Background: an optimization exercise with open tools, aiming at small area. Do not read the settings as production practice. In this exercise RTL edits were held to simulation tests only and were not proved equivalent to the original. Power and IR drop assume default switching activity.

### flow/run.sh
#!/bin/bash
# The standard layout (standard.sh: unchanged synthesis and ORFS steps), with:
#  - port buffers of the smallest buffer cell (buf_1) in place of the one buffer_ports picks;
#  - clock tree of clkbuf_4 cells over clusters of at most 9 flip-flops, without dummy loads.
# The whole make output goes to flow_make.log; ORFS keeps each step's log under orfs/logs.
set -euo pipefail
export BUFFER_PORTS_ARGS="-buffer_cell sky130_fd_sc_hd__buf_1"
export CTS_ARGS="-sink_clustering_enable -repair_clock_nets -dont_use_dummy_load -buf_list sky130_fd_sc_hd__clkbuf_4 -sink_clustering_size 9 -sink_clustering_max_diameter 50"
bash standard.sh finish > flow_make.log 2>&1
### standard.sh
#!/bin/bash
# synth_recipe.tcl (not shown) runs the flow's synth.tcl, then flattens the netlist and writes it again
# the make line also repeats each setting of config.mk as NAME=value (left out here)
make -C /OpenROAD-flow-scripts/flow DESIGN_CONFIG=/design/flow/config.mk WORK_HOME=/design/flow/orfs CLKGATE_MAP_FILE= SYNTH_SCRIPT=/design/flow/synth_recipe.tcl "${@:-finish}"
### config.mk
export PLATFORM = sky130hd
export DESIGN_NAME = regfile_sb
export DESIGN_NICKNAME = regfile_sb
export VERILOG_FILES = /design/flow/design.v
export SDC_FILE = /design/flow/constraint.sdc
export NUM_CORES = 4
export LEC_CHECK = 0
export CAP_MARGIN = 20
export CORE_MARGIN = 2
export CORE_UTILIZATION = 45
export SLEW_MARGIN = 20
export SYNTH_HIERARCHICAL = 1
### constraint.sdc
create_clock -name core_clock -period 8.0 [get_ports {clk}]
set_input_delay 1.6000 -clock core_clock [delete_from_list [all_inputs] [get_ports {clk}]]
set_output_delay 1.6000 -clock core_clock [all_outputs]
set_load 0.01 [all_outputs]
### design.v
module regfile_sb_wbit (
    input logic we,
    input logic we_n,
    input logic d,
    input logic q,
    output logic y
);
    assign y = (we & d) | (we_n & q);
endmodule
module regfile_sb_aoi3 (
    input logic [2:0] s,
    input logic [2:0] v,
    output logic y
);
    assign y = !((s[0] & v[0]) | (s[1] & v[1]) | (s[2] & v[2]));
endmodule
module regfile_sb_nand2 (
    input logic s,
    input logic v,
    output logic y
);
    assign y = !(s & v);
endmodule
module regfile_sb_or12n (
    input logic [11:0] n,
    output logic y
);
    assign y = !(&n);
endmodule
module regfile_sb_rbit (
    input logic [31:0] s,
    input logic [31:0] v,
    output logic y
);
    logic [11:0] n;
    for (genvar g = 0; g < 10; g++) begin : g_aoi
        regfile_sb_aoi3 u_aoi (.s(s[3*g+:3]), .v(v[3*g+:3]), .y(n[g]));
    end
    regfile_sb_nand2 u_nd0 (.s(s[30]), .v(v[30]), .y(n[10]));
    regfile_sb_nand2 u_nd1 (.s(s[31]), .v(v[31]), .y(n[11]));
    regfile_sb_or12n u_or (.n(n), .y(y));
endmodule
module regfile_sb_sel (
    input logic [3:0] l,
    input logic [7:0] h,
    input logic [31:1] ok,
    output logic [31:1] s
);
    always_comb begin
        for (int r = 1; r < 32; r++) s[r] = l[r%4] & h[r/4] & ok[r];
    end
endmodule
module regfile_sb_we (
    input logic [3:0] l,
    input logic [7:0] h,
    output logic [31:1] we,
    output logic [31:1] we_n
);
    always_comb begin
        for (int r = 1; r < 32; r++) begin
            we[r] = l[r%4] & h[r/4];
            we_n[r] = !(l[r%4] & h[r/4]);
        end
    end
endmodule
module regfile_sb_ao4 (
    input logic [3:0] s,
    input logic [3:0] v,
    output logic y
);
    assign y = |(s & v);
endmodule
module regfile_sb_ao8 (
    input logic [7:0] s,
    input logic [7:0] v,
    output logic y
);
    assign y = |(s & v);
endmodule
module regfile_sb (
    input logic clk,
    input logic rst_n,
    input logic [4:0] rs1_addr,
    input logic [4:0] rs2_addr,
    output logic [31:0] rs1_rdata,
    output logic [31:0] rs2_rdata,
    output logic rs1_busy,
    output logic rs2_busy,
    input logic issue_valid,
    input logic [4:0] issue_rd,
    input logic wb_valid,
    input logic [4:0] wb_rd,
    input logic [31:0] wb_data,
    input logic flush,
    output logic [5:0] pending_cnt
);
    logic [31:1][31:0] regs;
    logic [31:1][31:0] regs_nx;
    logic [31:1] vld;
    logic [31:1] sb;
    logic wv;             
    logic [31:1] wdec;    
    logic [31:1] idec;    
    logic [31:1] rdok;    
    logic [31:1] rbsy;    
    logic hit1, hit2;
    assign wv = wb_valid && rst_n;
    logic [3:0] wl, il, l1, l2;
    logic [7:0] wh, ih, h1, h2;
    assign wl = (4'b0001 << wb_rd[1:0]) & {4{wv}};
    assign il = (4'b0001 << issue_rd[1:0]) & {4{issue_valid}};
    assign l1 = 4'b0001 << rs1_addr[1:0];
    assign l2 = 4'b0001 << rs2_addr[1:0];
    assign wh = 8'b00000001 << wb_rd[4:2];
    assign ih = 8'b00000001 << issue_rd[4:2];
    assign h1 = 8'b00000001 << rs1_addr[4:2];
    assign h2 = 8'b00000001 << rs2_addr[4:2];
    always_comb begin
        for (int r = 1; r < 32; r++) begin
            wdec[r] = wl[r%4] & wh[r/4];
            idec[r] = il[r%4] & ih[r/4];
        end
    end
    assign rdok = vld & ~wdec;
    assign rbsy = sb & ~wdec;
    assign hit1 = wv && rs1_addr == wb_rd && rs1_addr != '0;
    assign hit2 = wv && rs2_addr == wb_rd && rs2_addr != '0;
    logic [1:0][31:1] s1h, s2h, weh, weh_n;
    for (genvar k = 0; k < 2; k++) begin : g_half
        regfile_sb_sel u_s1 (.l(l1), .h(h1), .ok(rdok), .s(s1h[k]));
        regfile_sb_sel u_s2 (.l(l2), .h(h2), .ok(rdok), .s(s2h[k]));
        regfile_sb_we u_we (.l(wl), .h(wh), .we(weh[k]), .we_n(weh_n[k]));
    end
    for (genvar r = 1; r < 32; r++) begin : g_wr
        for (genvar b = 0; b < 32; b++) begin : g_bit
            regfile_sb_wbit u_wbit (.we(weh[b/16][r]), .we_n(weh_n[b/16][r]), .d(wb_data[b]), .q(regs[r][b]), .y(regs_nx[r][b]));
        end
    end
    for (genvar b = 0; b < 32; b++) begin : g_rd
        logic [31:1] col;
        for (genvar r = 1; r < 32; r++) begin : g_col
            assign col[r] = regs[r][b];
        end
        regfile_sb_rbit u_rd1 (.s({s1h[b/16], hit1}), .v({col, wb_data[b]}), .y(rs1_rdata[b]));
        regfile_sb_rbit u_rd2 (.s({s2h[b/16], hit2}), .v({col, wb_data[b]}), .y(rs2_rdata[b]));
    end
    logic [7:0] g1, g2;
    logic [31:0] rb;
    assign rb = {rbsy, 1'b0};
    for (genvar gj = 0; gj < 8; gj++) begin : g_busy
        regfile_sb_ao4 u_g1 (.s(l1), .v(rb[4*gj+:4]), .y(g1[gj]));
        regfile_sb_ao4 u_g2 (.s(l2), .v(rb[4*gj+:4]), .y(g2[gj]));
    end
    regfile_sb_ao8 u_b1 (.s(h1), .v(g1), .y(rs1_busy));
    regfile_sb_ao8 u_b2 (.s(h2), .v(g2), .y(rs2_busy));
    always_ff @(posedge clk) begin
        regs <= regs_nx;
    end
    always_ff @(posedge clk or negedge rst_n) begin
        if (!rst_n) begin
            vld <= '0;
            sb <= '0;
            pending_cnt <= '0;
        end else begin
            vld <= vld | wdec;
            sb <= flush ? '0 : rbsy | idec;
            pending_cnt <= 6'($countones(sb));
        end
    end
endmodule
==> impl_results.md, run 1 <==
* DRC viols at 0
* Ratio of cells with drive above 1 in the final layout at 7.490%
* Cts bufs inserted at 142
* Pwr Total at 10.47 mW
* Slowest CP cell: a222oi_1
* CP Max Fanout at 19
* Asr flop ratio synth at 6.415%
* Crit start category: input port
* Routed via count at 42.15k
* Required time worst endpoint at 6.40 ns
* Final Cycle Share at 89.48%
* Drt initial violations at 10.11k
* Critical path's largest stage delay at 0.81 ns
* Final setup TNS at 0 ns
* Transition time of the tightest slew-check pin at 1.210 ns
* Initial Util at 45.38%
* Crit path time final at 7.158 ns
* Worst VDD drop at 0.0001332 V
* Yosys reg bits at 1060
* Critical Path Sink Type: output port
* Port Buffers at 128
* Die area at 98160 sq um
* Final ANT Viol Nets at 0
* Avg Synthesized Cell Area at 11.48 sq um
* Dominant register cell in the synthesized netlist: dfxtp_1
* # Post-CTS Setup Buffers at 0
* Skew final at 0.09782 ns
* Number of synthesized flops with an enable pin at 0
* YS warnings at 9
* Synthesized area at 43050 sq um
* Largest net degree at the start of global routing at 69
* RSZ-0062 raised after global routing: no
* Worst path cell trace: buf_1, or3b_4, clkinv_2, nand2_1, and2_1, and3_1, a222oi_1, nand4_1, or3_1, buf_1
* Clock latency on the worst-skew pair at 1.08 ns
* Die width at 313.3 um
* # IOs at 129
* Synth area leaders: dfxtp_1 46%, a22o_1 20%, a222oi_1 15%, dfrtp_1 4.0%, nand4_1 2.8%
* Rel. slew slack at 19.33%
* Slew Viols, Final at 0
* Gr ovfl total at 0
* GPL Wtd Cong at 0.9909
* Die height at 313.3 um
* Total track usage at 37.73%
* Leak Pwr at 18.66 nW
* Gate Count Post-Synth at 3750
* # hold bufs at CTS at 0
* CTS tree: done
* Hold Path Class: flop to flop
* Final Setup Violations at 0
* Power Dens Cells at 224.7 nW/um^2
* Antenna violations before repair at 12
* Crit Path Class: input port to output port
* Top-area cell type share of the netlist area at 46.13%
* Design area at 46580 sq um
* Outcome: no timing/DRC/antenna violations
* Final WL at 193500 um
* Number of nets in the layout at 4148
* Total core area at 94870 sq um
* HPWL after DPL at 122300 um
* Area growth from synthesis to layout at 8.204%
* Clock-pin slew of the registers on the worst-case setup and hold paths at 0.07 ns
* Clk buf depth at 3
* Top cells by count, synth: 992 x a22o_1, 992 x dfxtp_1, 640 x a222oi_1
* First-pass GRT wire length at 276500 um
* Post-CTS sizing at 0
* Clock sink total at 1060
* Vias in the first global route at 38.35k
* Area leader, netlist: dfxtp_1
* Area after DPL at 45500 sq um
* # rows at 113
* Wire length per cell at 36.29 um
* Sequential share of the synthesized area at 50.08%
* Top cell by count, worst path: buf_1
* MaxCap Viol Count at 0
* Filler instances at 8662
* CP Data Arrival Time at 5.56 ns
* Max Freq at 0.1397 GHz
* Unique masters post-synth at 55
* Final hold vios at 0
* H-tree levels at 4
* CTS Root Cell: clkbuf_4
* DRT Pass-1 Iters at 13
* Via/cell ratio at 7.905
## power breakdown
| part | switching (mW) | internal (mW) | total, mW |
|---|---|---|---|
| Combinational | 0.640 | 0.580 | 1.22 |
| Sequential | 0.574 | 6.00 | 6.58 |
| Clock | 1.85 | 0.816 | 2.67 |
| Total | 3.07 | 7.40 | 10.5 |
## worst paths after layout
path,from,to,slack [ns],cells past startpoint
max,wb_rd[4],rs1_rdata[0],0.84,10
max reg2reg,sb[12],pending_cnt[4],3.06,16
min reg2reg,vld[11],vld[11],0.46,1
min,vld[11],vld[11],0.46,1
max in group asynchronous,rst_n,sb[23],6.48,2
min in group asynchronous,rst_n,pending_cnt[4],0.83,2
## layout by cell type (no fill, tap or decap), types with 5 or more instances in the layout
cell type | netlist | routed
a22o_1 | 992 | 992
dfxtp_1 | 992 | 992
a222oi_1 | 640 | 640
nand2_1 | 223 | 223
nand4_1 | 196 | 196
clkbuf_4 | 0 | 143
and3_1 | 126 | 126
buf_1 | 1 | 95
inv_1 | 72 | 72
dfrtp_1 | 68 | 68
or3_1 | 65 | 65
buf_4 | 5 | 64
and2_1 | 60 | 60
a22oi_1 | 40 | 40
nor2_1 | 36 | 34
clkbuf_2 | 1 | 32
fa_1 | 23 | 23
nor2b_1 | 23 | 19
o22ai_1 | 17 | 17
or2_2 | 16 | 16
and2_2 | 16 | 16
nand2b_1 | 14 | 14
o32ai_1 | 14 | 14
xnor2_1 | 9 | 9
diode_2 | 0 | 8
o21ai_1 | 7 | 7
ha_1 | 7 | 7
nand3b_1 | 6 | 6
o21ai_2 | 6 | 6
nor3b_1 | 7 | 5
nor2_2 | 3 | 5
## modules after synthesis (local to each module, per instance), excerpt
module / cells / times used / area [sq um] / flops+latches
regfile_sb_nand2: 1 / 128 / 3.754 / 0
regfile_sb_ao4: 3 / 16 / 18.77 / 0
regfile_sb_or12n: 4 / 64 / 25.02 / 0
regfile_sb_aoi3: 1 / 640 / 10.01 / 0
regfile_sb: 1420 / 1 / 24000 / 1060
regfile_sb_we: 66 / 2 / 361.6 / 0
regfile_sb_wbit: 1 / 992 / 8.758 / 0
regfile_sb_sel: 31 / 4 / 193.9 / 0
## registers in the layout (all words and copies together) (netlist names)
| register | cells |
|---|---|
| pending_cnt | 6 |
| vld | 31 |
| regs | 992 |
| sb | 31 |
## per-stage QoR
step,setup slack (ns),util [%],hold WS (ns),cells
floorplan,1.024,-,0.4248,3751
global placement,1.213,47.96,0.4404,5182
detailed placement,1.148,47.96,0.4432,5182
CTS,1.137,49.08,0.4596,5324
global route,0.9012,49.09,0.4660,5328
finish,0.8418,49.10,0.4607,5332
## critical path, delay by kind of cell
family | cells | cell delay, ns
simple gates | 6 | 2.39
compound gates | 1 | 0.81
buf+inv | 3 | 0.73
## layout make-up
| type | instances | area (sq um) | area share, % |
|---|---|---|---|
| multi-input combinational | 2588 | 21050 | 45.19 |
| antenna | 8 | 20.02 | 0.04297 |
| sequential | 1060 | 21560 | 46.28 |
| inverter | 77 | 300.3 | 0.6446 |
| tap | 1265 | 1583 | 3.398 |
| clock buffer | 142 | 1066 | 2.288 |
| timing repair buffer | 192 | 1005 | 2.157 |
## kinds of logic after synthesis
logic type / Yosys count / synth area share, %
AND/OR/NAND/NOR: 817 / 10.60
flip-flops: 1060 / 50.08
XOR/XNOR: 13 / 0.2645
adder cells (fa/ha/maj): 30 / 1.273
AO/OA/AOI/OAI: 1726 / 36.64
buffers and inverters: 103 / 1.133
other: 1 / 0.008710
## metal layers
metal	wire [um]	global-route usage [%]	share of wire [%]
met5	66	0	0.034
met4	11580	19.98	6.0
met1	74870	51.66	39
met3	26710	10.10	14
met2	80290	54.26	41
==> run 2, diff against run 1 <==
--- a/config.mk
+++ b/config.mk
@@ -8,5 +8,6 @@
 export CAP_MARGIN = 20
 export CORE_MARGIN = 2
 export CORE_UTILIZATION = 45
+export PLACE_DENSITY = 0.9
 export SLEW_MARGIN = 20
 export SYNTH_HIERARCHICAL = 1
==> impl_results.md, run 2 <==
* Slew Viols, Final at 0 (unchanged)
* Final WS setup at 0.7940 ns (was 0.8418 ns)
* Die width at 313.3 um (unchanged)
* Placed insts at 5159 (was 5182)
* Register with the most flip-flops: regs (unchanged)
* Filler instances at 8381 (was 8662)
* R2R depth at 14 (was 16)
* Wire length per cell at 33.90 um (was 36.29 um)
* # rows at 113 (unchanged)
* Crit Path Class: input port to output port (unchanged)
* Via/cell ratio at 8.324 (was 7.905)
* Initial Util at 45.38% (unchanged)
* Synthesized area at 43050 sq um (unchanged)
* Clock sink total at 1060 (unchanged)
* CP Max Fanout at 21 (was 19)
* Power Dens Cells at 224.2 nW/um^2 (was 224.7 nW/um^2)
* Clock latency on the worst-skew pair at 1.17 ns (was 1.08 ns)
* Routed via count at 44.26k (was 42.15k)
* Transition time of the tightest slew-check pin at 1.234 ns (was 1.210 ns)
* CTS Root Cell: clkbuf_4 (unchanged)
* Ratio of cells with drive above 1 in the final layout at 6.911% (was 7.490%)
* DRT Pass-1 Iters at 23 (was 13)
* Dominant register cell in the synthesized netlist: dfxtp_1 (unchanged)
* Vias in the first global route at 41.26k (was 38.35k)
* Number of synthesized flops with an enable pin at 0 (unchanged)
* DRC viols at 0 (unchanged)
* Crit start category: input port (unchanged)
* Largest regs: regs x992, sb x31, vld x31 (unchanged)
* Antenna violations before repair at 13 (was 12)
* Sequential cell area at 21560 sq um (unchanged)
* Synth area leaders: dfxtp_1 46%, a22o_1 20%, a222oi_1 15%, dfrtp_1 4.0%, nand4_1 2.8% (unchanged)
* Post-layout util at 48.95% (was 49.10%)
* Unique masters post-synth at 55 (unchanged)
* Multi-input gate area at 21040 sq um (was 21050 sq um)
* Commonest cells after routing, fill and taps aside: 992 x a22o_1, 992 x dfxtp_1, 640 x a222oi_1, 223 x nand2_1, 196 x nand4_1 (unchanged)
* Port Buffers at 128 (unchanged)
* Pint at 7.391 mW (was 7.400 mW)
* R2R setup slack at 3.18 ns (was 3.06 ns)
* Pre-CTS setup slack at 1.246 ns (was 1.148 ns)
* H-tree levels at 4 (unchanged)
* Die height at 313.3 um (unchanged)
* Pwr Total at 10.41 mW (was 10.47 mW)
* Sw Ratio at 29.00% (was 29.30%)
* Cts bufs inserted at 141 (was 142)
* Synth Area in XOR/XNOR at 0.2645% (unchanged)
* # Post-CTS Setup Buffers at 0 (unchanged)
* Final Cycle Share at 90.07% (was 89.48%)
* Crit path time final at 7.206 ns (was 7.158 ns)
* Reg2reg start: sb[23] (was sb[12])
* CP Data Arrival Time at 5.61 ns (was 5.56 ns)
* Non-Filler Instances at 5317 (was 5332)
* Top cells by count, synth: 992 x a22o_1, 992 x dfxtp_1, 640 x a222oi_1 (unchanged)
* Die area at 98160 sq um (unchanged)
* Final hold vios at 0 (unchanged)
* Final WL at 180200 um (was 193500 um)
* Skew final at 0.1571 ns (was 0.09782 ns)
* Avg Synthesized Cell Area at 11.48 sq um (unchanged)
* # IOs at 129 (unchanged)
* Worst r2r dst: pending_cnt[4] (unchanged)
* Total track usage at 34.83% (was 37.73%)
* Simple-Gate Fraction of Synth Area at 10.60% (unchanged)
* Final hold slack at 0.3795 ns (was 0.4607 ns)
* Asr flop ratio synth at 6.415% (unchanged)
* Post-CTS sizing at 0 (unchanged)
* Worst VDD drop at 0.0001747 V (was 0.0001332 V)
* Clock Power Share at 25.1% (was 25.5%)
* Adder-Cell Fraction of Synth Area at 1.273% (unchanged)
* Final setup TNS at 0 ns (unchanged)
* Largest net degree at the start of global routing at 64 (was 69)
* First-pass GRT wire length at 264000 um (was 276500 um)
* Gate Count Post-Synth at 3750 (unchanged)
* Max Freq at 0.1388 GHz (was 0.1397 GHz)
* Number of nets in the layout at 4126 (was 4148)
* Compound-Gate Fraction of Synth Area at 36.64% (unchanged)
* Leak Pwr at 18.54 nW (was 18.66 nW)
* Top-area cell type share of the netlist area at 46.13% (unchanged)
* Area leader, netlist: dfxtp_1 (unchanged)
* Area after DPL at 45310 sq um (was 45500 sq um)
* Gate power share at 11.4% (was 11.7%)
* Design area at 46440 sq um (was 46580 sq um)
* Clock-pin slew of the registers on the worst-case setup and hold paths at 0.07 ns (about the same)
* Seq pwr share at 63.5% (was 62.8%)
* Hold Path Class: input port to async pin (was flop to flop)
* Final Setup Violations at 0 (unchanged)
* Clk buf depth at 3 (unchanged)
* Sequential share of the synthesized area at 50.08% (unchanged)
* Area growth from synthesis to layout at 7.873% (was 8.204%)
* Required time worst endpoint at 6.40 ns (about the same)
* CTS tree: done (unchanged)
* MaxCap Viol Count at 0 (unchanged)
* Outcome: no timing/DRC/antenna violations (unchanged)
* Gr ovfl total at 0 (unchanged)
* YS warnings at 9 (unchanged)
* Rel. slew slack at 17.71% (was 19.33%)
* RSZ-0062 raised after global routing: no (unchanged)
* Critical Path Sink Type: output port (unchanged)
* Drt initial violations at 12.44k (was 10.11k)
* # hold bufs at CTS at 0 (unchanged)
* Sw Pwr at 3.019 mW (was 3.066 mW)
* Yosys reg bits at 1060 (unchanged)
* Total core area at 94870 sq um (unchanged)
* Mux cell area share after synthesis at 0% (unchanged)
* Final ANT Viol Nets at 0 (unchanged)
* Largest register FFs at 992 (unchanged)
* Largest family of logic cells by synthesized area: compound AO/OA/AOI/OAI gates (unchanged)
* GPL Wtd Cong at 1.062 (was 0.9909)
* HPWL after DPL at 115800 um (was 122300 um)
run 2: cell types whose count changed in the layout (fill, tap and decap cells not counted), sizes merged:
cell / before / now
buf: 159 / 140
diode: 8 / 15
inv: 74 / 73
clkbuf: 175 / 172
clkinv: 3 / 4
run 2: worst max path at each step:
stage,start,end,slack (ns),depth (start not counted)
detailed placement,wb_rd[1],rs1_rdata[29],1.25,11
floorplan,wb_rd[4],rs1_rdata[0],1.02,7
finish,wb_rd[0],rs1_rdata[24],0.79,11
global route,wb_rd[0],rs1_rdata[24],0.75,11
CTS,wb_rd[0],rs1_rdata[29],1.21,11
global placement,wb_rd[1],rs1_rdata[21],1.34,11
run 2: cell type report:
class                   count  area share (%)
repair buffers            171           1.856
inverters                  77          0.6466
multi-input cells        2588           45.30
diodes                     15         0.08082
well taps                1265           3.408
flip-flops and latches   1060           46.43
clock buffers             141           2.279
run 2: worst max-delay path: stages:
cell and delay (ns):
buf_1 0.25, nand4b_1 0.17, buf_4 0.23, inv_1 0.53, nand2_1 0.14, and2_1 0.27, and3_1 0.50, a222oi_1 1.09
nand4_1 0.21, or3_1 0.46, buf_1 0.15
run 2: logic make-up (layout without fill, tap and decap cells):
kind of cell,Yosys count,count (layout)
DFF,1060,1060
other,1,17
and+or+nand+nor,817,817
buffers and inverters,103,389
adders and majority gates,30,30
xor gates and xnor gates,13,13
AOI/OAI and AO/OA,1726,1726
run 2: power groups by stage:
stage	combinational (mW)	clock, mW	sequential, mW
after detailed placement	1.13	0	6.67
after global routing	1.24	2.78	6.67
after floorplan	0.757	0	6.50
final	1.19	2.61	6.61
after global placement	1.08	0	6.64
after CTS	1.13	2.58	6.56
run 2: modules after synthesis, one instance, submodules excluded, a selection:
module,copies in the design,flops+latches,cells inside
regfile_sb,1,1060,1420
regfile_sb_ao4,16,0,3
regfile_sb_ao8,2,0,5
regfile_sb_aoi3,640,0,1
regfile_sb_nand2,128,0,1
regfile_sb_or12n,64,0,4
regfile_sb_sel,4,0,31
regfile_sb_wbit,992,0,1
regfile_sb_we,2,0,66
run 2: routing by layer:
layer / part of all wire, % / routed length (um) / track usage, % / up-vias
met5: 0.092 / 166 / 0.1934 / -
met4: 8.3 / 15030 / 21.44 / 14
met3: 19 / 34530 / 16.31 / 1340
met2: 40 / 71330 / 49.55 / 5116
met1: 33 / 59180 / 42.55 / 20560
li1: - / - / - / 17230

-- re-timing with driven ports --
In the flow no input, the clock included, has a driving cell. The finished layouts below were timed again as built, in two steps.
Step 1: set_driving_cell puts a clkbuf_16 on clk and a buf_2 on each other input, an assumption about the parent block.
Step 2 moves the port delays by t, midway between the first and last clock arrival at a register: inputs arrive t later, outputs are due t later. That takes back most of the time a late clock gives input paths.
Slacks: ideal / step 1 / step 2; pairs: ideal / step 1.
run | t (ns) | slack for setup (ns) | hold slack, ns | latest minus earliest clock arrival (ns) | worst register clock-pin slew, ns
run 1 | 1.103 | 0.842 / 0.820 / 0.820 | 0.461 / 0.461 / 0.461 | 0.119 / 0.119 | 0.11 / 0.11
run 2 | 1.132 | 0.794 / 0.759 / 0.759 | 0.380 / 0.343 / 0.467 | 0.207 / 0.207 | 0.12 / 0.12
After both steps setup and hold are still met in every run listed. The setup slack of run 2, which loses most, moves by -0.035 ns with the drivers and by -0.035 ns with both steps.
